Background: an optimization exercise with open tools, aiming at small area, a short achievable clock period and few clock cycles per item. Do not read the settings as production practice.
Function was checked by simulation only, so behaviour that the tests miss may differ from the original.
Power figures rest on the tool's default switching activity, not on a simulated workload.

<file path="config.mk">
export PLATFORM = sky130hd
export DESIGN_NAME = audio_spike_detector
export DESIGN_NICKNAME = audio_spike_detector
export VERILOG_FILES = /design/flow/design.v
export SDC_FILE = /design/flow/constraint.sdc
export NUM_CORES = 4
export LEC_CHECK = 0
export CAP_MARGIN = 20
export CORE_MARGIN = 2
export CORE_UTILIZATION = 40
export SLEW_MARGIN = 20
</file>
<file path="constraint.sdc">
create_clock -name core_clock -period 6.5 [get_ports {clk_i}]
set_input_delay 1.3000 -clock core_clock [delete_from_list [all_inputs] [get_ports {clk_i}]]
set_output_delay 1.3000 -clock core_clock [all_outputs]
set_load 0.01 [all_outputs]
</file>
<file path="design.v">
`default_nettype none
package asd_pkg;
  localparam int SampleBits  = 12;
  localparam int ElapsedBits = 8;
  localparam int TimerBits   = 16;
  localparam int SumBits     = 19;
  localparam int CountBits   = 7;
  localparam int FracBits    = 10;
  localparam int CfgIdxBits  = 2;
  localparam int CfgDataBits = 16;
  localparam int InDataBits  = ((SampleBits + ElapsedBits + 7) / 8) * 8;
  localparam int OutDataBits = ((SampleBits + 7) / 8) * 8;
  localparam int ProdBits    = SampleBits + FracBits;
  localparam int ThrBits     = ProdBits - 8 + 1;
  localparam int JobBits     = 1 + 1 + SumBits + CountBits;
  localparam int QDepth      = 2;
  localparam int QPtrBits    = $clog2(QDepth);
  localparam int QCntBits    = $clog2(QDepth + 1);
  localparam int DivSteps    = SumBits;
  localparam int DivCntBits  = $clog2(DivSteps);
  localparam logic [SampleBits-1:0]  AvgReset      = SampleBits'(2048);
  localparam logic [TimerBits-1:0]   HoldoffReset  = TimerBits'(100);
  localparam logic [FracBits-1:0]    FracReset     = FracBits'(77);
  localparam logic [TimerBits-1:0]   LogPerReset   = TimerBits'(50);
  localparam logic [CountBits-1:0]   PerAvgReset   = CountBits'(20);
  typedef enum logic [CfgIdxBits-1:0] {
    CFG_HOLDOFF  = 2'd0,
    CFG_FRACTION = 2'd1,
    CFG_LOG_PER  = 2'd2,
    CFG_PER_AVG  = 2'd3
  } cfg_idx_e;
  typedef struct packed {
    logic                 spike;
    logic                 div;
    logic [SumBits-1:0]   sum;
    logic [CountBits-1:0] divisor;
  } job_t;
  typedef struct packed {
    logic                  upd;
    logic [SampleBits-1:0] level;
  } avg_t;
  typedef struct packed {
    logic push;
    logic pending;
  } front_stat_t;
endpackage
`default_nettype wire
`default_nettype none
import asd_pkg::*;
module asd_queue
(
  input  wire logic clk_i,
  input  wire logic rst_ni,
  input  wire logic push_i,
  input  asd_pkg::job_t      job_i,
  input  wire logic pop_i,
  output asd_pkg::job_t      job_o,
  output logic      full_o,
  output logic      empty_o
);
  logic [JobBits-1:0]    mem_q [QDepth];
  logic [QPtrBits-1:0] wr_q, wr_d;
  logic [QPtrBits-1:0] rd_q, rd_d;
  logic [QCntBits-1:0] cnt_q, cnt_d;
  logic do_push, do_pop;
  assign full_o  = (cnt_q == QCntBits'(QDepth));
  assign empty_o = (cnt_q == '0);
  assign do_push = push_i && !full_o;
  assign do_pop  = pop_i && !empty_o;
  assign job_o   = mem_q[rd_q];
  always_comb begin
    wr_d  = do_push ? wr_q + QPtrBits'(1) : wr_q;
    rd_d  = do_pop ? rd_q + QPtrBits'(1) : rd_q;
    cnt_d = cnt_q;
    if (do_push && !do_pop) begin
      cnt_d = cnt_q + QCntBits'(1);
    end else if (do_pop && !do_push) begin
      cnt_d = cnt_q - QCntBits'(1);
    end
  end
  always_ff @(posedge clk_i or negedge rst_ni) begin
    if (!rst_ni) begin
      wr_q  <= '0;
      rd_q  <= '0;
      cnt_q <= '0;
    end else begin
      wr_q  <= wr_d;
      rd_q  <= rd_d;
      cnt_q <= cnt_d;
    end
  end
  always_ff @(posedge clk_i) begin
    if (do_push) begin
      mem_q[wr_q] <= job_i;
    end
  end
endmodule
`default_nettype wire
`default_nettype none
import asd_pkg::*;
module asd_front
(
  input  wire logic                   clk_i,
  input  wire logic                   rst_ni,
  input  wire logic                   cfg_we_i,
  input  wire logic [CfgIdxBits-1:0]  cfg_idx_i,
  input  wire logic [CfgDataBits-1:0] cfg_data_i,
  input  wire logic                   in_valid_i,
  output logic                        in_ready_o,
  input  wire logic [SampleBits-1:0]  sample_i,
  input  wire logic [ElapsedBits-1:0] elapsed_i,
  input  asd_pkg::avg_t                        avg_i,
  input  wire logic                   q_full_i,
  output logic                        push_o,
  output asd_pkg::job_t                        job_o,
  output asd_pkg::front_stat_t                 stat_o
);
  typedef enum logic [1:0] {F_IDLE, F_MUL, F_EVAL} state_e;
  state_e state_q;
  logic [TimerBits-1:0]   holdoff_ms_q;
  logic [FracBits-1:0]    frac_q;
  logic [TimerBits-1:0]   log_per_q;
  logic [CountBits-1:0]   per_avg_q;
  logic [SampleBits-1:0]  smp_q;
  logic [ElapsedBits-1:0] dt_q;
  logic [ProdBits-1:0]    prod_q;
  logic [SampleBits-1:0]  peak_q, peak_d;
  logic [SumBits-1:0]     sum_q, sum_d;
  logic [CountBits-1:0]   cnt_q, cnt_d;
  logic [TimerBits-1:0]   ptimer_q, ptimer_d;
  logic [TimerBits-1:0]   htimer_q, htimer_d;
  logic                   pending_q;
  logic [TimerBits:0]     h_add, p_add;
  logic [TimerBits-1:0]   h_sat, p_sat;
  logic [ThrBits-1:0]     thr;
  logic                   spike;
  logic [SampleBits-1:0]  peak_new;
  logic [SumBits:0]       sum_add;
  logic [SumBits-1:0]     sum_sat;
  logic [CountBits-1:0]   cnt_inc;
  logic                   per_end, div_now;
  logic                   push;
  assign in_ready_o = (state_q == F_IDLE) && !pending_q;
  assign push       = (state_q == F_EVAL) && !q_full_i;
  always_comb begin
    h_add    = {1'b0, htimer_q} + (TimerBits + 1)'(dt_q);
    p_add    = {1'b0, ptimer_q} + (TimerBits + 1)'(dt_q);
    h_sat    = h_add[TimerBits] ? '1 : h_add[TimerBits-1:0];
    p_sat    = p_add[TimerBits] ? '1 : p_add[TimerBits-1:0];
    thr      = ThrBits'(avg_i.level) + ThrBits'(prod_q[ProdBits-1:8]);
    spike    = (h_sat > holdoff_ms_q) && (ThrBits'(smp_q) > thr);
    peak_new = (smp_q > peak_q) ? smp_q : peak_q;
    sum_add  = {1'b0, sum_q} + (SumBits + 1)'(peak_new);
    sum_sat  = sum_add[SumBits] ? '1 : sum_add[SumBits-1:0];
    cnt_inc  = cnt_q + CountBits'(1);
    per_end  = (p_sat >= log_per_q);
    div_now  = per_end && (cnt_inc >= per_avg_q);
    htimer_d = spike ? '0 : h_sat;
    ptimer_d = per_end ? '0 : p_sat;
    peak_d   = per_end ? '0 : peak_new;
    sum_d    = sum_q;
    cnt_d    = cnt_q;
    if (per_end) begin
      sum_d = div_now ? '0 : sum_sat;
      cnt_d = div_now ? '0 : cnt_inc;
    end
    job_o.spike   = spike;
    job_o.div     = div_now;
    job_o.sum     = sum_sat;
    job_o.divisor = (cnt_inc == '0) ? CountBits'(1) : cnt_inc;
  end
  assign push_o         = push;
  assign stat_o.push    = push;
  assign stat_o.pending = pending_q;
  always_ff @(posedge clk_i or negedge rst_ni) begin
    if (!rst_ni) begin
      holdoff_ms_q <= HoldoffReset;
      frac_q       <= FracReset;
      log_per_q    <= LogPerReset;
      per_avg_q    <= PerAvgReset;
    end else if (cfg_we_i) begin
      unique case (cfg_idx_i)
        CFG_HOLDOFF:  holdoff_ms_q <= cfg_data_i[TimerBits-1:0];
        CFG_FRACTION: frac_q       <= cfg_data_i[FracBits-1:0];
        CFG_LOG_PER:  log_per_q    <= cfg_data_i[TimerBits-1:0];
        CFG_PER_AVG:  per_avg_q    <= cfg_data_i[CountBits-1:0];
        default: ;
      endcase
    end
  end
  always_ff @(posedge clk_i or negedge rst_ni) begin
    if (!rst_ni) begin
      state_q   <= F_IDLE;
      peak_q    <= '0;
      sum_q     <= '0;
      cnt_q     <= '0;
      ptimer_q  <= '0;
      htimer_q  <= '0;
      pending_q <= 1'b0;
    end else begin
      if (push && div_now) begin
        pending_q <= 1'b1;
      end else if (avg_i.upd) begin
        pending_q <= 1'b0;
      end
      unique case (state_q)
        F_IDLE: begin
          if (in_valid_i && in_ready_o) begin
            state_q <= F_MUL;
          end
        end
        F_MUL: begin
          state_q <= F_EVAL;
        end
        F_EVAL: begin
          if (push) begin
            state_q  <= F_IDLE;
            peak_q   <= peak_d;
            sum_q    <= sum_d;
            cnt_q    <= cnt_d;
            ptimer_q <= ptimer_d;
            htimer_q <= htimer_d;
          end
        end
        default: state_q <= F_IDLE;
      endcase
    end
  end
  always_ff @(posedge clk_i) begin
    if (in_valid_i && in_ready_o) begin
      smp_q <= sample_i;
      dt_q  <= elapsed_i;
    end
    if (state_q == F_MUL) begin
      prod_q <= avg_i.level * frac_q;
    end
  end
endmodule
`default_nettype wire
`default_nettype none
import asd_pkg::*;
module asd_back
(
  input  wire logic                    clk_i,
  input  wire logic                    rst_ni,
  input  wire logic                    q_empty_i,
  input  asd_pkg::job_t                         job_i,
  output logic                         pop_o,
  output asd_pkg::avg_t                         avg_o,
  output logic                         out_valid_o,
  input  wire logic                    out_ready_i,
  output logic                         out_spike_o,
  output logic [SampleBits-1:0]        out_avg_o
);
  typedef enum logic [1:0] {B_IDLE, B_DIV, B_OUT} state_e;
  state_e                 state_q;
  logic [SampleBits-1:0]  avg_q;
  logic                   upd_q;
  logic                   spike_q;
  logic [SumBits-1:0]     quo_q;
  logic [CountBits-1:0]   rem_q;
  logic [CountBits-1:0]   dvs_q;
  logic [DivCntBits-1:0]  step_q;
  logic                   out_valid_q;
  logic                   out_spike_q;
  logic [SampleBits-1:0]  out_avg_q;
  logic [CountBits:0]     trial;
  logic                   fits;
  logic [CountBits:0]     trial_sub;
  logic                   out_free;
  assign pop_o    = (state_q == B_IDLE) && !q_empty_i;
  assign out_free = !out_valid_q || out_ready_i;
  always_comb begin
    trial     = {rem_q, quo_q[SumBits-1]};
    fits      = (trial >= {1'b0, dvs_q});
    trial_sub = trial - {1'b0, dvs_q};
  end
  assign avg_o.upd   = upd_q;
  assign avg_o.level = avg_q;
  assign out_valid_o = out_valid_q;
  assign out_spike_o = out_spike_q;
  assign out_avg_o   = out_avg_q;
  always_ff @(posedge clk_i or negedge rst_ni) begin
    if (!rst_ni) begin
      state_q     <= B_IDLE;
      avg_q       <= AvgReset;
      upd_q       <= 1'b0;
      step_q      <= '0;
      out_valid_q <= 1'b0;
    end else begin
      upd_q <= (state_q == B_DIV) && (step_q == '0);
      if (state_q == B_OUT && out_free) begin
        out_valid_q <= 1'b1;
      end else if (out_ready_i) begin
        out_valid_q <= 1'b0;
      end
      unique case (state_q)
        B_IDLE: begin
          if (pop_o) begin
            step_q  <= DivCntBits'(DivSteps - 1);
            state_q <= job_i.div ? B_DIV : B_OUT;
          end
        end
        B_DIV: begin
          if (step_q == '0) begin
            avg_q   <= {quo_q[SampleBits-2:0], fits};
            state_q <= B_OUT;
          end else begin
            step_q <= step_q - DivCntBits'(1);
          end
        end
        B_OUT: begin
          if (out_free) begin
            state_q <= B_IDLE;
          end
        end
        default: state_q <= B_IDLE;
      endcase
    end
  end
  always_ff @(posedge clk_i) begin
    if (pop_o) begin
      spike_q <= job_i.spike;
      quo_q   <= job_i.sum;
      dvs_q   <= job_i.divisor;
      rem_q   <= '0;
    end else if (state_q == B_DIV) begin
      rem_q <= fits ? trial_sub[CountBits-1:0] : trial[CountBits-1:0];
      quo_q <= {quo_q[SumBits-2:0], fits};
    end
    if (state_q == B_OUT && out_free) begin
      out_spike_q <= spike_q;
      out_avg_q   <= avg_q;
    end
  end
endmodule
`default_nettype wire
`default_nettype none
import asd_pkg::*;
module audio_spike_detector
(
  input  wire logic                    clk_i,
  input  wire logic                    rst_ni,
  input  wire logic                    cfg_we_i,
  input  wire logic [CfgIdxBits-1:0]   cfg_idx_i,
  input  wire logic [CfgDataBits-1:0]  cfg_data_i,
  input  wire logic                    s_axis_tvalid,
  output logic                         s_axis_tready,
  input  wire logic [InDataBits-1:0]   s_axis_tdata,
  output logic                         m_axis_tvalid,
  input  wire logic                    m_axis_tready,
  output logic [OutDataBits-1:0]       m_axis_tdata,
  output logic                         m_axis_tuser
);
  asd_pkg::job_t                   push_job, head_job;
  logic                   push, pop, q_full, q_empty;
  asd_pkg::avg_t                   avg;
  asd_pkg::front_stat_t            fstat;
  logic [SampleBits-1:0]  out_avg;
  asd_front u_front (
    .clk_i      (clk_i),
    .rst_ni     (rst_ni),
    .cfg_we_i   (cfg_we_i),
    .cfg_idx_i  (cfg_idx_i),
    .cfg_data_i (cfg_data_i),
    .in_valid_i (s_axis_tvalid),
    .in_ready_o (s_axis_tready),
    .sample_i   (s_axis_tdata[SampleBits-1:0]),
    .elapsed_i  (s_axis_tdata[SampleBits+ElapsedBits-1:SampleBits]),
    .avg_i      (avg),
    .q_full_i   (q_full),
    .push_o     (push),
    .job_o      (push_job),
    .stat_o     (fstat)
  );
  asd_queue u_queue (
    .clk_i   (clk_i),
    .rst_ni  (rst_ni),
    .push_i  (push),
    .job_i   (push_job),
    .pop_i   (pop),
    .job_o   (head_job),
    .full_o  (q_full),
    .empty_o (q_empty)
  );
  asd_back u_back (
    .clk_i       (clk_i),
    .rst_ni      (rst_ni),
    .q_empty_i   (q_empty),
    .job_i       (head_job),
    .pop_o       (pop),
    .avg_o       (avg),
    .out_valid_o (m_axis_tvalid),
    .out_ready_i (m_axis_tready),
    .out_spike_o (m_axis_tuser),
    .out_avg_o   (out_avg)
  );
  assign m_axis_tdata = OutDataBits'(out_avg);
endmodule
`default_nettype wire
</file>
<file path="run.sh">
#!/bin/bash
# synth_recipe.tcl (not shown) runs the flow's synth.tcl, then flattens the netlist and writes it again
# the make line also repeats each setting of config.mk as NAME=value (left out here)
make -C /OpenROAD-flow-scripts/flow DESIGN_CONFIG=/design/flow/config.mk WORK_HOME=/design/flow/orfs CLKGATE_MAP_FILE= SYNTH_SCRIPT=/design/flow/synth_recipe.tcl finish
</file>
==> qor.csv <==
stage,metric,value,unit
power_and_ir_drop,power.leakage,9.66,nW
placement,port_buffers,57,
cts,post_cts_buffers,0,
placement,gp_congestion,0.896,
power_and_ir_drop,pwr-share-clk,17.5,%
logic_synthesis,synth_area_per_cell,10.5,sq um
layout,antenna_cells,0,
critical_path,critPathRequiredTime,6.77,ns
sta,setup_violations,0,
sta,hold_violations,0,
layout,finalNetCount,2135,
detailed_routing,finalWirelength,43400,um
logic_synthesis,synth_area_leaders,"edfxtp_1, dfrtp_1, ha_1",
sta,whs,0.429,ns
floorplanning,rows,79,
grt,grt_pass1_wl,70900,um
logic_synthesis,synth_edf_count,130,
grt,grt.overflow.total,0,
detailed_routing,dr.first_iter.drc_count,752,
critical_path,rrSetupSlack,0.59,ns
detailed_routing,drcViolationCount,0,
sta,fmax,169,MHz
cts,h-tree-depth,2,
power_and_ir_drop,p_per_area,499,mW/mm^2
flow_run,cap_violations,0,
logic_synthesis,yosys.area.top_type,edfxtp_1,
logic_synthesis,syn-cell-area,0.0188,sq mm
detailed_routing,vias_per_cell,5.35,
power_and_ir_drop,combPwrFrac,53.2,%
grt,gr-usage-met1,25.4,%
sta,fin_crit,5.91,ns
sta,period_share,90.9,%
logic_synthesis,ys_seq_area_share,41.2,%
logic_synthesis,synth_top_cell_area_share,20.8,%
power_and_ir_drop,switchingPower,4.43,mW
floorplanning,io_pins,66,
placement,dpl.hpwl,32500,um
logic_synthesis,yosys_warnings,3,
grt,grt_use_met3,3.28,%
grt,grt-busiest-layer,met2,
critical_path,rr_worst_depth,16,
layout,final_cell_mix,"nand2_1, ha_1, inv_1, dfrtp_1, edfxtp_1",
sta,layout_setup_ws,0.592,ns
cts,cts_buffers,34,
floorplanning,core_area,0.0465,sq mm
grt,grt_max_degree,99,
grt,use_met2,29.0,%
sta,tightest_slew,1.13,ns
floorplanning,die_w,221,um
cts,numClockSinks,284,
sta,rsz0062_at_grt,false,
critical_path,path_class,reg -> reg,
critical_path,arrival,6.17,ns
critical_path,critPathCaptureType,flip-flop,
placement,pre_cts_ws,0.651,ns
critical_path,worst-path-max-fanout,13,
cts,clockBufferDepth,3,
power_and_ir_drop,seq_power_share,29.2,%
cts,post_cts_resize_count,0,
cts,insertion_delay,0.53,ns
power_and_ir_drop,p_int,6.12,mW
layout,stdcell_count,2469,
cts,ctsHoldBuffers,0,
sta,slew_headroom,24.7,%
logic_synthesis,synthCells,1785,
status,outcome,timing/DRC/antenna clean,
sta,fin_setup_tns,0,ns
placement,dpl.cell_count,2408,
logic_synthesis,synth_cell_types,80,
placement,place_area,0.0201,sq mm
cts,root_buffer,clkbuf_16,
power_and_ir_drop,p_total,10.6,mW
grt,first_global_vias,13291,
layout,final_common_cell,nand2_1,
layout,area_growth,12.4,%
layout,fin_util,45.5,%
logic_synthesis,ys_seq_elements,284,
min_path,whs_path_depth,0,
cts,cts.clk_slew.worst_paths,0.06,ns
grt,grt_antenna_before_repair,1,
layout,final_area,0.0211,sq mm
detailed_routing,avgRoutedWirePerCell,17.6,um
power_and_ir_drop,swShare,42.0,%
logic_synthesis,yosys_most_used_dff,dfrtp_1,
power_and_ir_drop,peakVddDrop,217,uV
detailed_routing,vias,13198,
floorplanning,dieArea,0.0488,sq mm
layout,drive_gt1_share,9.67,%
cts,cts_tree,done,
detailed_routing,dr.pass1.iters,5,
sta,slew_violations,0,
critical_path,critPathLaunchType,flip-flop,
grt,track_usage,18.0,%
logic_synthesis,async_reset_ff_share,51.8,%
detailed_routing,antenna_left,0,
sta,fin_skew,0.0173,ns
floorplanning,fp.dieH,221,um
floorplanning,initial_utilization,40.5,%
min_path,hold_class,reg -> reg,
==> state kept, by name (all words and copies together), names as in the netlist, 10 cells and up <==
name and count:
u_back.out_avg_q 12, u_back.quo_q 19, u_front.frac_q 10, u_back.avg_q 12
u_front.htimer_q 16, u_front.sum_q 19, u_front.peak_q 12, u_front.log_per_q 16
u_queue.mem_q 56, u_front.smp_q 12, u_front.ptimer_q 16, u_front.prod_q 14
u_front.holdoff_ms_q 16
==> final timing paths <==
path | startpoint | end
worst max-delay path | u_front.frac_q[3] | u_front.prod_q[15]
worst min-delay path | u_back.spike_q | u_back.out_spike_q
worst max register to register | u_front.frac_q[3] | u_front.prod_q[15]
worst min register to register | u_back.spike_q | u_back.out_spike_q
max in group asynchronous | rst_ni | u_back.step_q[0]
min in group asynchronous | rst_ni | u_front.sum_q[16]
==> cells by family (layout without fill, tap and decap cells) <==
group / after synthesis / in the layout / share of synthesized area, %
other: 1 / 4 / 0.0199
AOI/OAI and AO/OA: 341 / 341 / 12.2
DFF: 284 / 284 / 41.2
xor gates and xnor gates: 68 / 68 / 3.17
adders and majority gates: 251 / 251 / 20.0
muxes: 82 / 82 / 4.76
buffers and inverters: 231 / 305 / 4.78
and+or+nand+nor: 527 / 527 / 13.9
==> cells in the mapped netlist, drive strengths merged, types with 11 or more instances <==
master  count
nand2     210
ha        169
inv       162
dfrtp     134
edfxtp    130
o21ai     106
and2       83
fa         82
nor2       65
mux2       59
a21oi      57
clkbuf     55
xnor2      36
xor2       32
a21o       30
nor3       30
nand3      28
a22o       27
mux2i      23
a211oi     20
nand2b     19
nand4      16
buf        14
nor2b      14
o21bai     14
dfstp      13
o21a       13
o31ai      11
==> final cells by class <==
class / instances / area [sq um]
fillers: 4353 / 25300
multi-input cells: 1273 / 10200
flip-flops and latches: 284 / 7740
clock buffers: 47 / 972
repair buffers: 82 / 759
well taps: 607 / 759
inverters: 162 / 608
clock inverters: 14 / 104
==> power groups by stage <==
stage / clock (mW) / combinational (mW) / sequential, mW
5_1_grt: 1.98 / 6.41 / 3.16
2_1_floorplan: 0 / 4.31 / 2.91
6_report: 1.85 / 5.61 / 3.09
3_3_place_gp: 0 / 5.44 / 3.10
3_5_place_dp: 0 / 5.62 / 3.12
4_1_cts: 1.90 / 5.66 / 3.09
==> routing by layer <==
layer	vias up	wire length, um
li1	6344	-
met1	6544	20600
met2	249	20000
met3	61	2060
met4	0	746
met5	-	0
==> critical path, stage by stage (launching register included) <==
cell and delay (ns):
dfstp_2 0.72, nand2_1 0.13, fa_1 0.56, inv_1 0.06, fa_1 0.51, fa_1 0.44
fa_1 0.57, inv_1 0.06, fa_1 0.53, inv_1 0.04, ha_1 0.34, a21o_1 0.24
nor4_1 0.47, o21ai_0 0.32, a21oi_1 0.38, nor4b_1 0.09, nand4b_1 0.18
Testbench counts, summed over its fixed seeds: cycles 44,939, items 8,000.

re-timing with driven ports:
No port has a modelled driver above. Below, the same layout with a new extraction and two added sets of constraints. Step 1, drivers: a clkbuf_16 drives clk_i and a buf_2 each remaining input, both assumed. Step 2, shift: input delay + t, output delay - t, t = (earliest + latest rising clock arrival at the registers) / 2. This alone moves slack from input paths to output paths. a / b / c = no drivers / after step 1 / after step 2; a / b = the first two.
t (ns): 0.577
setup WS [ns]: 0.592 / 0.592 / 0.592
worst data-port slew with drivers (ns): 0.05
After both steps setup and hold are still met in this run. For this run, drivers alone change the setup slack by 0.000 ns; drivers and shift together by 0.000 ns.
